Source: an optimization exercise on an open RTL-to-GDS flow (aim: small area and a short achievable clock period). Production flows keep margins and buffers that such runs may drop. Power and IR drop assume default switching activity.

==> job 807: inputs <==
==> flow/design.v <==
`default_nettype none
package book_types_pkg;
  localparam int KEY_BITS = 16;
  localparam int VOLUME_BITS = 16;
  localparam int LISTSIZE_W = 5;
  typedef logic [KEY_BITS-1:0] key_t;
  typedef logic [VOLUME_BITS-1:0] volume_t;
  typedef logic [LISTSIZE_W-1:0] listsize_t;
  typedef enum logic [1:0] {
    CMD_CLEAR   = 2'd0,
    CMD_ADD     = 2'd1,
    CMD_DELETE  = 2'd2,
    CMD_REPLACE = 2'd3
  } cmd_t;
endpackage
`default_nettype wire
`default_nettype none
package book_cfg_pkg;
  localparam int DEF_ENTRIES_N = 16;
  localparam bit DEF_IS_BID = 1'b1;
endpackage
`default_nettype wire
`timescale 1ns/1ps
`default_nettype none
module book_match_leaf_g (
  input  logic i_k,
  input  logic i_c_n,
  output logic o_g_n
);
  assign o_g_n = ~(i_k & i_c_n);
endmodule
module book_match_leaf_p (
  input  logic i_k,
  input  logic i_c_n,
  input  logic i_g_n,
  output logic o_p_n
);
  assign o_p_n = ~((i_k | i_c_n) & i_g_n);
endmodule
module book_match_node_t (
  input  logic i_g_h,
  input  logic i_p_h,
  input  logic i_g_l,
  input  logic i_p_l,
  output logic o_g_n,
  output logic o_p_n
);
  assign o_g_n = ~(i_g_h | (i_p_h & i_g_l));
  assign o_p_n = ~(i_p_h & i_p_l);
endmodule
module book_match_node_t_g (
  input  logic i_g_h,
  input  logic i_p_h,
  input  logic i_g_l,
  output logic o_g_n
);
  assign o_g_n = ~(i_g_h | (i_p_h & i_g_l));
endmodule
module book_match_node_n (
  input  logic i_g_h_n,
  input  logic i_p_h_n,
  input  logic i_g_l_n,
  input  logic i_p_l_n,
  output logic o_g,
  output logic o_p
);
  assign o_g = ~(i_g_h_n & (i_p_h_n | i_g_l_n));
  assign o_p = ~(i_p_h_n | i_p_l_n);
endmodule
module book_match_node_n_g (
  input  logic i_g_h_n,
  input  logic i_p_h_n,
  input  logic i_g_l_n,
  output logic o_g
);
  assign o_g = ~(i_g_h_n & (i_p_h_n | i_g_l_n));
endmodule
module book_match_eq (
  input  logic [15:0] i_p_n,
  output logic        o_eq_n
);
  assign o_eq_n = |i_p_n;
endmodule
module book_match (
  input  book_types_pkg::key_t i_key_stored,
  input  book_types_pkg::key_t i_key,
  input  book_types_pkg::key_t i_key_n,
  output logic                 o_gt_n,
  output logic                 o_eq_n
);
  logic [15:0] g0_n, p0_n;
  logic [7:0]  g1, p1;
  logic [3:0]  g2_n, p2_n;
  logic [1:0]  g3, p3;
  logic        g4_n;
  for (genvar b = 0; b < 16; b++) begin : g_leaf
    book_match_leaf_g u_leaf_g (.i_k(i_key_stored[b]), .i_c_n(i_key_n[b]), .o_g_n(g0_n[b]));
    book_match_leaf_p u_leaf_p (.i_k(i_key_stored[b]), .i_c_n(i_key_n[b]), .i_g_n(g0_n[b]),
                                .o_p_n(p0_n[b]));
  end
  for (genvar j = 0; j < 8; j++) begin : g_l1
    if (j == 0) begin : g_g
      book_match_node_n_g u_node (.i_g_h_n(g0_n[1]), .i_p_h_n(p0_n[1]), .i_g_l_n(g0_n[0]), .o_g(g1[0]));
      assign p1[0] = 1'b0;
    end else begin : g_gp
      book_match_node_n u_node (
        .i_g_h_n(g0_n[2*j+1]), .i_p_h_n(p0_n[2*j+1]), .i_g_l_n(g0_n[2*j]), .i_p_l_n(p0_n[2*j]),
        .o_g(g1[j]), .o_p(p1[j]));
    end
  end
  for (genvar j = 0; j < 4; j++) begin : g_l2
    if (j == 0) begin : g_g
      book_match_node_t_g u_node (.i_g_h(g1[1]), .i_p_h(p1[1]), .i_g_l(g1[0]), .o_g_n(g2_n[0]));
      assign p2_n[0] = 1'b1;
    end else begin : g_gp
      book_match_node_t u_node (
        .i_g_h(g1[2*j+1]), .i_p_h(p1[2*j+1]), .i_g_l(g1[2*j]), .i_p_l(p1[2*j]),
        .o_g_n(g2_n[j]), .o_p_n(p2_n[j]));
    end
  end
  book_match_node_n_g u_l3_0 (.i_g_h_n(g2_n[1]), .i_p_h_n(p2_n[1]), .i_g_l_n(g2_n[0]), .o_g(g3[0]));
  book_match_node_n u_l3_1 (.i_g_h_n(g2_n[3]), .i_p_h_n(p2_n[3]), .i_g_l_n(g2_n[2]), .i_p_l_n(p2_n[2]),
                            .o_g(g3[1]), .o_p(p3[1]));
  assign p3[0] = 1'b0;
  book_match_node_t_g u_l4 (.i_g_h(g3[1]), .i_p_h(p3[1]), .i_g_l(g3[0]), .o_g_n(g4_n));
  book_match_eq u_eq (.i_p_n(p0_n), .o_eq_n(o_eq_n));
  assign o_gt_n = g4_n;
endmodule
`default_nettype wire
`timescale 1ns/1ps
`default_nettype none
module book_entry_mux #(
  parameter bit HAS_UP = 1'b1,
  parameter bit HAS_DN = 1'b1
) (
  input  logic i_sel_ins,
  input  logic i_sel_up,
  input  logic i_sel_dn,
  input  logic i_sel_hold,
  input  logic i_ins,
  input  logic i_up,
  input  logic i_dn,
  input  logic i_hold,
  output logic o_nxt
);
  logic up_term, dn_term;
  assign up_term = HAS_UP ? (i_sel_up & i_up) : 1'b0;
  assign dn_term = HAS_DN ? (i_sel_dn & i_dn) : 1'b0;
  assign o_nxt = (i_sel_ins & i_ins) | up_term | dn_term | (i_sel_hold & i_hold);
endmodule
`default_nettype wire
`timescale 1ns/1ps
`default_nettype none
module book_top #(
  parameter int ENTRIES_N = book_cfg_pkg::DEF_ENTRIES_N,
  parameter bit IS_BID = book_cfg_pkg::DEF_IS_BID
) (
  input  logic                     i_clk,
  input  logic                     i_rst_n,
  input  logic                     i_cmd_vld,
  input  book_types_pkg::cmd_t                     i_cmd,
  input  book_types_pkg::key_t                     i_key,
  input  book_types_pkg::volume_t                  i_volume,
  output logic [ENTRIES_N-1:0]     o_vld,
  output book_types_pkg::key_t [ENTRIES_N-1:0]     o_keys,
  output book_types_pkg::volume_t [ENTRIES_N-1:0]  o_volumes,
  output book_types_pkg::listsize_t                o_listsize,
  output logic                     o_notify_vld,
  output book_types_pkg::key_t                     o_notify_key,
  output book_types_pkg::volume_t                  o_notify_volume
);
  localparam int N = ENTRIES_N;
  logic op_clr, op_add, op_del, op_rep;
  assign op_clr = i_cmd_vld && (i_cmd == book_types_pkg::CMD_CLEAR);
  assign op_add = i_cmd_vld && (i_cmd == book_types_pkg::CMD_ADD);
  assign op_del = i_cmd_vld && (i_cmd == book_types_pkg::CMD_DELETE);
  assign op_rep = i_cmd_vld && (i_cmd == book_types_pkg::CMD_REPLACE);
  logic [N-1:0] keep, better, match, cmp_gt_n, cmp_eq_n;
  book_types_pkg::key_t key_n;
  assign key_n = ~i_key;
  for (genvar i = 0; i < N; i++) begin : g_cmp
    book_match u_cmp (.i_key_stored(o_keys[i]), .i_key(i_key), .i_key_n(key_n),
                      .o_gt_n(cmp_gt_n[i]), .o_eq_n(cmp_eq_n[i]));
    assign better[i] = o_vld[i] & ~cmp_gt_n[i];
    assign match[i]  = o_vld[i] & ~cmp_eq_n[i];
    assign keep[i]   = o_vld[i] & ~(cmp_gt_n[i] & cmp_eq_n[i]);
  end
  logic hit;
  assign hit = |match;
  logic [N-1:0] sel_ins, sel_up, sel_dn, sel_vol;
  logic del_hit;
  assign del_hit = op_del && hit;
  always_comb begin
    for (int i = 0; i < N; i++) begin
      sel_ins[i] = op_add && !keep[i] && ((i == 0) ? 1'b1 : keep[i-1]);
      sel_up[i]  = (i == 0) ? 1'b0 : (op_add && !keep[i-1]);
      sel_dn[i]  = (i == N-1) ? 1'b0 : (del_hit && !better[i]);
      sel_vol[i] = sel_ins[i] || (op_rep && match[i]);
    end
  end
  logic [N-1:0] hold_k, hold_v;
  always_comb begin
    for (int i = 0; i < N; i++) begin
      hold_k[i] = !(sel_ins[i] || sel_up[i] || sel_dn[i]);
      hold_v[i] = !(sel_vol[i] || sel_up[i] || sel_dn[i]);
    end
  end
  book_types_pkg::key_t    [N-1:0] keys_nxt;
  book_types_pkg::volume_t [N-1:0] vols_nxt;
  for (genvar i = 0; i < N; i++) begin : g_ent
    for (genvar b = 0; b < 16; b++) begin : g_bit
      book_entry_mux #(.HAS_UP(i != 0), .HAS_DN(i != N-1)) u_kmux (
        .i_sel_ins(sel_ins[i]), .i_sel_up(sel_up[i]), .i_sel_dn(sel_dn[i]), .i_sel_hold(hold_k[i]),
        .i_ins(i_key[b]), .i_up(o_keys[(i == 0) ? 0 : i-1][b]),
        .i_dn(o_keys[(i == N-1) ? i : i+1][b]), .i_hold(o_keys[i][b]),
        .o_nxt(keys_nxt[i][b]));
      book_entry_mux #(.HAS_UP(i != 0), .HAS_DN(i != N-1)) u_vmux (
        .i_sel_ins(sel_vol[i]), .i_sel_up(sel_up[i]), .i_sel_dn(sel_dn[i]), .i_sel_hold(hold_v[i]),
        .i_ins(i_volume[b]), .i_up(o_volumes[(i == 0) ? 0 : i-1][b]),
        .i_dn(o_volumes[(i == N-1) ? i : i+1][b]), .i_hold(o_volumes[i][b]),
        .o_nxt(vols_nxt[i][b]));
    end
  end
  logic [N-1:0] vld_nxt;
  always_comb begin
    vld_nxt = o_vld;
    if (op_clr) vld_nxt = '0;
    else if (op_add) vld_nxt = {o_vld[N-2:0], 1'b1};
    else if (del_hit) vld_nxt = {1'b0, o_vld[N-1:1]};
  end
  always_ff @(posedge i_clk or negedge i_rst_n) begin
    if (!i_rst_n) o_vld <= '0;
    else o_vld <= vld_nxt;
  end
  always_ff @(posedge i_clk) begin
    o_keys <= keys_nxt;
    o_volumes <= vols_nxt;
  end
  always_comb begin
    o_listsize = '0;
    for (int i = 0; i < N; i++) begin
      if (o_vld[i] && ((i == N-1) ? 1'b1 : !o_vld[(i == N-1) ? i : i+1])) o_listsize = book_types_pkg::listsize_t'(i + 1);
    end
  end
  logic head_change;
  assign head_change = (op_clr && o_vld[0]) || (op_add && !keep[0]) ||
                       ((op_del || op_rep) && match[0]);
  always_ff @(posedge i_clk or negedge i_rst_n) begin
    if (!i_rst_n) o_notify_vld <= 1'b0;
    else o_notify_vld <= head_change;
  end
  always_ff @(posedge i_clk) begin
    o_notify_key <= i_key;
    o_notify_volume <= op_clr ? '0 : (op_del ? o_volumes[0] : i_volume);
  end
endmodule
`default_nettype wire
==> flow/flow/run.sh <==
#!/bin/bash
# Standard layout, with the smallest buffer on every input and output port
set -e
export BUFFER_PORTS_ARGS="-buffer_cell sky130_fd_sc_hd__buf_1"
bash standard.sh > standard.log 2>&1
==> flow/standard.sh <==
#!/bin/bash
# synth_recipe.tcl (not shown) runs the flow's synth.tcl, then flattens the netlist and writes it again
# the make line also repeats each setting of config.mk as NAME=value (left out here)
make -C /OpenROAD-flow-scripts/flow DESIGN_CONFIG=/design/flow/config.mk WORK_HOME=/design/flow/orfs CLKGATE_MAP_FILE= SYNTH_SCRIPT=/design/flow/synth_recipe.tcl "${@:-finish}"
==> flow/config.mk <==
export PLATFORM = sky130hd
export DESIGN_NAME = book_top
export DESIGN_NICKNAME = book_top
export VERILOG_FILES = /design/flow/design.v
export SDC_FILE = /design/flow/constraint.sdc
export NUM_CORES = 4
export LEC_CHECK = 0
export CAP_MARGIN = 20
export CORE_MARGIN = 2
export CORE_UTILIZATION = 40
export SETUP_SLACK_MARGIN = 2.0
export SLEW_MARGIN = 20
export SYNTH_HIERARCHICAL = 1
==> flow/constraint.sdc <==
create_clock -name core_clock -period 5.5 [get_ports {i_clk}]
set_input_delay 1.1000 -clock core_clock [delete_from_list [all_inputs] [get_ports {i_clk}]]
set_output_delay 1.1000 -clock core_clock [all_outputs]
set_load 0.01 [all_outputs]
==> job 5642: changes against job 807 <==
--- a/flow/design.v
+++ b/flow/design.v
@@ -23,107 +23,25 @@
 `timescale 1ns/1ps
 `default_nettype none
-module book_match_leaf_g (
-  input  logic i_k,
-  input  logic i_c_n,
-  output logic o_g_n
-);
-  assign o_g_n = ~(i_k & i_c_n);
-endmodule
-module book_match_leaf_p (
-  input  logic i_k,
-  input  logic i_c_n,
-  input  logic i_g_n,
-  output logic o_p_n
-);
-  assign o_p_n = ~((i_k | i_c_n) & i_g_n);
-endmodule
-module book_match_node_t (
-  input  logic i_g_h,
-  input  logic i_p_h,
-  input  logic i_g_l,
-  input  logic i_p_l,
-  output logic o_g_n,
-  output logic o_p_n
-);
-  assign o_g_n = ~(i_g_h | (i_p_h & i_g_l));
-  assign o_p_n = ~(i_p_h & i_p_l);
-endmodule
-module book_match_node_t_g (
-  input  logic i_g_h,
-  input  logic i_p_h,
-  input  logic i_g_l,
-  output logic o_g_n
-);
-  assign o_g_n = ~(i_g_h | (i_p_h & i_g_l));
-endmodule
-module book_match_node_n (
-  input  logic i_g_h_n,
-  input  logic i_p_h_n,
-  input  logic i_g_l_n,
-  input  logic i_p_l_n,
-  output logic o_g,
-  output logic o_p
-);
-  assign o_g = ~(i_g_h_n & (i_p_h_n | i_g_l_n));
-  assign o_p = ~(i_p_h_n | i_p_l_n);
-endmodule
-module book_match_node_n_g (
-  input  logic i_g_h_n,
-  input  logic i_p_h_n,
-  input  logic i_g_l_n,
-  output logic o_g
-);
-  assign o_g = ~(i_g_h_n & (i_p_h_n | i_g_l_n));
-endmodule
-module book_match_eq (
-  input  logic [15:0] i_p_n,
-  output logic        o_eq_n
-);
-  assign o_eq_n = |i_p_n;
-endmodule
 module book_match (
   input  book_types_pkg::key_t i_key_stored,
-  input  book_types_pkg::key_t i_key,
   input  book_types_pkg::key_t i_key_n,
-  output logic                 o_gt_n,
-  output logic                 o_eq_n
+  output logic                 o_gt,
+  output logic                 o_ge
 );
-  logic [15:0] g0_n, p0_n;
-  logic [7:0]  g1, p1;
-  logic [3:0]  g2_n, p2_n;
-  logic [1:0]  g3, p3;
-  logic        g4_n;
-  for (genvar b = 0; b < 16; b++) begin : g_leaf
-    book_match_leaf_g u_leaf_g (.i_k(i_key_stored[b]), .i_c_n(i_key_n[b]), .o_g_n(g0_n[b]));
-    book_match_leaf_p u_leaf_p (.i_k(i_key_stored[b]), .i_c_n(i_key_n[b]), .i_g_n(g0_n[b]),
-                                .o_p_n(p0_n[b]));
+  always_comb begin
+    logic [15:0] g, p;
+    g = i_key_stored & i_key_n;
+    p = i_key_stored | i_key_n;
+    for (int s = 1; s < 16; s = s * 2) begin
+      for (int b = 15; b >= 0; b--) begin
+        if ((b % (2 * s)) >= s) begin
+          g[b] = g[b] | (p[b] & g[b - (b % s) - 1]);
+          p[b] = p[b] & p[b - (b % s) - 1];
+        end
+      end
+    end
+    o_gt = g[15];
+    o_ge = g[15] | p[15];
   end
-  for (genvar j = 0; j < 8; j++) begin : g_l1
-    if (j == 0) begin : g_g
-      book_match_node_n_g u_node (.i_g_h_n(g0_n[1]), .i_p_h_n(p0_n[1]), .i_g_l_n(g0_n[0]), .o_g(g1[0]));
-      assign p1[0] = 1'b0;
-    end else begin : g_gp
-      book_match_node_n u_node (
-        .i_g_h_n(g0_n[2*j+1]), .i_p_h_n(p0_n[2*j+1]), .i_g_l_n(g0_n[2*j]), .i_p_l_n(p0_n[2*j]),
-        .o_g(g1[j]), .o_p(p1[j]));
-    end
-  end
-  for (genvar j = 0; j < 4; j++) begin : g_l2
-    if (j == 0) begin : g_g
-      book_match_node_t_g u_node (.i_g_h(g1[1]), .i_p_h(p1[1]), .i_g_l(g1[0]), .o_g_n(g2_n[0]));
-      assign p2_n[0] = 1'b1;
-    end else begin : g_gp
-      book_match_node_t u_node (
-        .i_g_h(g1[2*j+1]), .i_p_h(p1[2*j+1]), .i_g_l(g1[2*j]), .i_p_l(p1[2*j]),
-        .o_g_n(g2_n[j]), .o_p_n(p2_n[j]));
-    end
-  end
-  book_match_node_n_g u_l3_0 (.i_g_h_n(g2_n[1]), .i_p_h_n(p2_n[1]), .i_g_l_n(g2_n[0]), .o_g(g3[0]));
-  book_match_node_n u_l3_1 (.i_g_h_n(g2_n[3]), .i_p_h_n(p2_n[3]), .i_g_l_n(g2_n[2]), .i_p_l_n(p2_n[2]),
-                            .o_g(g3[1]), .o_p(p3[1]));
-  assign p3[0] = 1'b0;
-  book_match_node_t_g u_l4 (.i_g_h(g3[1]), .i_p_h(p3[1]), .i_g_l(g3[0]), .o_g_n(g4_n));
-  book_match_eq u_eq (.i_p_n(p0_n), .o_eq_n(o_eq_n));
-  assign o_gt_n = g4_n;
 endmodule
 `default_nettype wire
@@ -176,13 +94,12 @@
   assign op_del = i_cmd_vld && (i_cmd == book_types_pkg::CMD_DELETE);
   assign op_rep = i_cmd_vld && (i_cmd == book_types_pkg::CMD_REPLACE);
-  logic [N-1:0] keep, better, match, cmp_gt_n, cmp_eq_n;
+  logic [N-1:0] keep, better, match, cmp_gt, cmp_ge;
   book_types_pkg::key_t key_n;
   assign key_n = ~i_key;
   for (genvar i = 0; i < N; i++) begin : g_cmp
-    book_match u_cmp (.i_key_stored(o_keys[i]), .i_key(i_key), .i_key_n(key_n),
-                      .o_gt_n(cmp_gt_n[i]), .o_eq_n(cmp_eq_n[i]));
-    assign better[i] = o_vld[i] & ~cmp_gt_n[i];
-    assign match[i]  = o_vld[i] & ~cmp_eq_n[i];
-    assign keep[i]   = o_vld[i] & ~(cmp_gt_n[i] & cmp_eq_n[i]);
+    book_match u_cmp (.i_key_stored(o_keys[i]), .i_key_n(key_n), .o_gt(cmp_gt[i]), .o_ge(cmp_ge[i]));
+    assign better[i] = o_vld[i] & cmp_gt[i];
+    assign keep[i]   = o_vld[i] & cmp_ge[i];
+    assign match[i]  = keep[i] & ~cmp_gt[i];
   end
   logic hit;
--- a/flow/config.mk
+++ b/flow/config.mk
@@ -9,5 +9,5 @@
 export CORE_MARGIN = 2
 export CORE_UTILIZATION = 40
-export SETUP_SLACK_MARGIN = 2.0
+export SETUP_SLACK_MARGIN = 2.5
 export SLEW_MARGIN = 20
 export SYNTH_HIERARCHICAL = 1
==> job 5027: changes against job 807 <==
--- a/flow/config.mk
+++ b/flow/config.mk
@@ -9,5 +9,5 @@
 export CORE_MARGIN = 2
 export CORE_UTILIZATION = 40
-export SETUP_SLACK_MARGIN = 2.0
+export SETUP_SLACK_MARGIN = 1.0
 export SLEW_MARGIN = 20
 export SYNTH_HIERARCHICAL = 1
==> run summary <==
quantity	job 807	job 5642	job 5027
Inserted Clock Buffers	68	67	68
# nets final	4456	4177	4237
Standard cell with the maximum stage delay on the critical path	or4_4	a211oi_2	nor3_4
Fraction of met1 tracks used by global routing	0.5053	0.4675	0.4811
Final cell utilization of the core	0.6101	0.6085	0.5162
Maximum fanout encountered on the critical timing path	8	12	17
Clock share of power	0.324	0.212	0.334
Seq. pwr	6.20 mW	7.75 mW	6.07 mW
Combinational gate power	3.91 mW	9.26 mW	3.19 mW
Required time worst endpoint	6060 ps	6050 ps	6060 ps
Effective utilization at floorplan	0.4052	0.4025	0.4052
Wire length per cell after detailed routing	28.15 um	26.72 um	26.39 um
Lkg Pwr	16.52 nW	15.81 nW	14.21 nW
Overall die area	71850 um2	69310 um2	71850 um2
Result of the run	complete, no violations	complete, no violations	complete, no violations
Combinational group share of total power	0.262	0.429	0.229
Syn avg cell area	8.222 um2	8.648 um2	8.222 um2
Clock insertion delay at the later pin of the skew report	630 ps	620 ps	640 ps
Number of non-filler instances in the completed layout	5403	5068	5185
Well tap count	931	873	931
No run of this note included a check of the RTL's function; only the layout flow was run.

## re-timing with driven ports
In the flow no input, the clock included, has a driving cell. The finished layouts below were timed again as built, in two steps. Step 1 assumes that a clkbuf_16 drives the clock port and a buf_2 every other input. Step 2 moves the port delays by t, midway between the first and last clock arrival at a register: inputs arrive t later, outputs are due t later. That takes back most of the time a late clock gives input paths. Three values: ideal, step 1, step 2; two values: the first two.
| run | shift t [ns] | setup slack, ns | worst register clock-pin slew, ns |
|---|---|---|---|
| job 807 | 0.683 | 1.541 / 1.563 / 0.880 | 0.06 / 0.06 |
| job 5642 | 0.675 | 1.462 / 1.465 / 0.790 | 0.07 / 0.07 |
| job 5027 | 0.688 | 1.007 / 1.051 / 0.363 | 0.06 / 0.06 |
After both steps every run listed still meets setup and hold. The setup slack of job 5642, which loses most, moves by +0.003 ns with the drivers and by -0.672 ns with both steps.
